From an optimization exercise on the open Yosys and OpenROAD flow, aimed at small area, a short achievable clock period and few clock cycles per item; shortcuts taken in it are not production practice. Function was checked by simulation only, so behaviour that the tests miss may differ from the original.

## run A
// swept_box_collision_response_unit
module swept_box_collision_response_unit (
    input  wire         clk,
    input  wire         rst_n,
    input  wire         psel,
    input  wire         penable,
    input  wire         pwrite,
    input  wire  [2:0]  paddr,
    input  wire  [31:0] pwdata,
    output logic [31:0] prdata,
    output logic        pready,
    input  wire         in_valid,
    output logic        in_ready,
    input  wire  signed [23:0] own_left,
    input  wire  signed [23:0] own_top,
    input  wire  [22:0] own_width,
    input  wire  [22:0] own_height,
    input  wire  signed [23:0] own_speed_x,
    input  wire  signed [23:0] own_speed_y,
    input  wire  signed [23:0] other_left,
    input  wire  signed [23:0] other_top,
    input  wire  [22:0] other_width,
    input  wire  [22:0] other_height,
    input  wire  signed [23:0] other_speed_x,
    input  wire  signed [23:0] other_speed_y,
    output logic        out_valid,
    input  wire         out_ready,
    output logic signed [23:0] new_left,
    output logic signed [23:0] new_top,
    output logic        overlapped,
    output logic [3:0]  contact_flags
);
    logic [23:0] tick_reg;
    assign pready = 1'b1;
    always_ff @(posedge clk or negedge rst_n)
    begin
        if (!rst_n)
            tick_reg <= 24'd65536;
        else if (psel && penable && pwrite && !paddr[2])
            tick_reg <= pwdata[23:0];
    end
    assign prdata = paddr[2] ? 32'd0 : {8'd0, tick_reg};
    logic en;        
    logic sk_v;      
    assign en       = !sk_v;
    assign in_ready = en;
    logic        e1_cx_n, e1_cy_n, e1_hit_n;
    logic [22:0] e1_ux_n, e1_vx_n, e1_uy_n, e1_vy_n;
    logic [1:0]  e1_fx_n, e1_fy_n;
    logic signed [24:0] dvx_p, dvx_m, dvy_p, dvy_m;
    logic        hx, hy;
    sbc_axis u_ax (.ol(own_left), .ow(own_width), .xl(other_left), .xw(other_width),
                   .u(e1_ux_n), .v(e1_vx_n), .c(e1_cx_n), .h(hx), .f(e1_fx_n));
    sbc_axis u_ay (.ol(own_top), .ow(own_height), .xl(other_top), .xw(other_height),
                   .u(e1_uy_n), .v(e1_vy_n), .c(e1_cy_n), .h(hy), .f(e1_fy_n));
    always_comb
    begin
        dvx_p = 25'(own_speed_x) - 25'(other_speed_x);
        dvx_m = 25'(other_speed_x) - 25'(own_speed_x);
        dvy_p = 25'(own_speed_y) - 25'(other_speed_y);
        dvy_m = 25'(other_speed_y) - 25'(own_speed_y);
        e1_hit_n = hx && hy;
    end
  ...
Size in the first run: ~21000 cells after synthesis, roughly 2700 flip-flops, about 410 I/O pins, about 230000 um2 of cells after synthesis.
Settings: LEC_CHECK=0, CAP_MARGIN=20, CORE_MARGIN=2, CORE_UTILIZATION=60, CTS_BUF_LIST=sky130_fd_sc_hd__clkbuf_8, SLEW_MARGIN=20; clock period 10.0 ns.
standard.sh (not shown) runs the stock make flow with config.mk's settings and CLKGATE_MAP_FILE= SYNTH_SCRIPT=/design/flow/synth_recipe.tcl, a recipe that flattens the netlist after the stock synthesis.
==> flow/flow/run.sh <==
#!/bin/bash
# Standard layout (the standard.sh: standard synthesis, ORFS flow, same
# config) with these ORFS settings added on make's command line:
#   SETUP_SLACK_MARGIN (flow/margin.txt): the slack, at the design's clock
#     period, that ORFS's repair_timing aims for;
#   flow/extra.txt: further make variables (sizing freedom, port buffer cell).
# All of make's output goes to standard_margin.log; ORFS keeps each step's
# own log under orfs/logs.
set -euo pipefail
MARGIN=$(cat flow/margin.txt)
EXTRA=$(cat flow/extra.txt)
sed -e "s|CLKGATE_MAP_FILE= |CLKGATE_MAP_FILE= SETUP_SLACK_MARGIN=${MARGIN} ${EXTRA} |" standard.sh > standard_margin.sh
bash standard_margin.sh > standard_margin.log 2>&1
==> flow/flow/extra.txt <==
'BUFFER_PORTS_ARGS=-buffer_cell sky130_fd_sc_hd__buf_4'
==> flow/flow/margin.txt <==
5.4
Testbench counts of run A, summed over its fixed seeds: cycles 9,728, items 9,600.
Setup changes, run A to run B
Settings: CTS_CLUSTER_SIZE newly set to 14; CTS_CLUSTER_DIAMETER newly set to 80.
==> flow/flow/margin.txt <==
5.3
==> comparison <==
Run B leaves less setup margin than run A.
Across both runs, area fraction of clock buffers and clock inverters was lower for run B than for run A.
Lower peak fanout along the critical path was reported by run A, not run B.
| setup TNS | run B vs run A | ≈ equal |
Between run B and run A, the share of synthesized area occupied by flip-flops and latches does not differ in any meaningful way.
Summary of run B over run A: design area went down by 6300 um2, horizontal die dimension held.
What run C does differently from run B at the input level:
==> flow/flow/margin.txt <==
5.5
## What came out
- Taking run B as the reference, in run C required time reported for the critical path endpoint moved down, global-route usage moved up.
- Run C against run B: routed length on met2 saw an increase; transition at the pin with the smallest max-transition slack fell by 0.039 ns; detailed-route wire length per cell went up 0.14 um.
- Run C gives more number of antenna violations at the first check in global routing than run B did.
- Synthesized cell area came out exactly the same in run C and run B.
- Clock transition at the register clock pins on the worst setup and hold paths after CTS: run C vs run B, no meaningful difference
- On share of the clock period used by the worst path: run C sits below run B.
Changes in run D relative to run C:
==> flow/flow/margin.txt <==
5.4
--- outcome ---
- Going from run C to run D, non-clock buffer count saw a decrease; total via count after detailed routing saw a decrease.
- Delta (run D minus run C): post-detailed-route wirelength per cell has remained practically unchanged, setup slack went down by 0.052 ns, cell area fell by about 0.7%.
- Global-route wire length before repair: run C vs run D, no meaningful difference
- When the final numbers for run D and run C were put side by side, the worst hold slack turned out to be greater in run C.
[inputs] run E vs run D
Settings: CORE_UTILIZATION: 60 -> 70.
[summary]
Run E | status: complete | timing, DRC, antenna: pass
Against run D, run E comes in about 3% lower on cell count.
Comparing the two runs side by side, run E comes out behind run D on worst setup margin.
Summary: via count, run E worse than run D
Routed wire length shrinks slightly when moving from run D to run E.
Run E: period utilization 1.7 points above run D
When run E is set beside run D, its highest cell delay on the worst timing path turns out to be 0.09 ns larger.
On number of port buffers, run E and run D are neck and neck.

---

Starting RTL as in the previous note.
Design swept_box_collision_response_unit, start of the top module:
module swept_box_collision_response_unit (
    input  wire         clk,
    input  wire         rst_n,
    input  wire         psel,
    input  wire         penable,
    input  wire         pwrite,
    input  wire  [2:0]  paddr,
    input  wire  [31:0] pwdata,
    output logic [31:0] prdata,
    output logic        pready,
    input  wire         in_valid,
    output logic        in_ready,
    input  wire  signed [23:0] own_left,
    input  wire  signed [23:0] own_top,
    input  wire  [22:0] own_width,
    input  wire  [22:0] own_height,
    input  wire  signed [23:0] own_speed_x,
    input  wire  signed [23:0] own_speed_y,
    input  wire  signed [23:0] other_left,
    input  wire  signed [23:0] other_top,
    input  wire  [22:0] other_width,
    input  wire  [22:0] other_height,
    input  wire  signed [23:0] other_speed_x,
    input  wire  signed [23:0] other_speed_y,
    output logic        out_valid,
    input  wire         out_ready,
  ...
Settings: LEC_CHECK=0, CAP_MARGIN=20, CORE_MARGIN=2, CORE_UTILIZATION=60, CTS_BUF_LIST=sky130_fd_sc_hd__clkbuf_8, CTS_CLUSTER_DIAMETER=80, CTS_CLUSTER_SIZE=14, SLEW_MARGIN=20; clock period 10.0 ns.
==> flow/flow/margin.txt <==
5.6
Scripts as last shown in full above: flow/flow/run.sh, flow/flow/extra.txt
Testbench counts at the start, summed over its fixed seeds: cycles 9,728, items 9,600.
Rerun with:
==> flow/flow/margin.txt (replaced) <==
5.75
Result:
- The new run went through all stages and came out clean
- synthesized area does not change
- cell count is higher by 0.87%
- worst setup slack got worse by 0.044 ns
- core utilization came out higher by 1.1 points
- wire length rose by 3.4%

-- port drivers added, routing unchanged --
The flow's constraints put no driver on any port. The routed layouts listed below were extracted and timed again, unchanged, in two steps. Step 1 assumes that a clkbuf_16 drives the clock port and a buf_2 every other input. Step 2 also shifts input and output timing later by t, the mid clock arrival at the registers, as if the neighbouring blocks saw the same clock. Three values: ideal, step 1, step 2; two values: the first two.
run	shift t [ns]	slack for setup (ns)	worst setup path at the end	clock arrival spread, ns
run A	1.252	5.434 / 5.434 / 4.278	input to register	0.131 / 0.131
run B	1.264	5.338 / 5.338 / 4.174	input to register	0.168 / 0.168
run C	1.266	5.481 / 5.481 / 4.314	input to register	0.166 / 0.165
run D	1.268	5.429 / 5.429 / 4.246	input to register	0.174 / 0.173
run E	1.264	5.256 / 5.256 / 4.212	input to register	0.164 / 0.164
the first run of note 2	1.268	5.474 / 5.474 / 4.353	input to register	0.173 / 0.173
the second run of note 2	1.272	5.430 / 5.394 / 4.378	input to register	0.167 / 0.166
After both steps every run listed still meets setup and hold. For run D, which loses most, drivers alone change the setup slack by 0.000 ns; drivers and shift together by -1.183 ns.
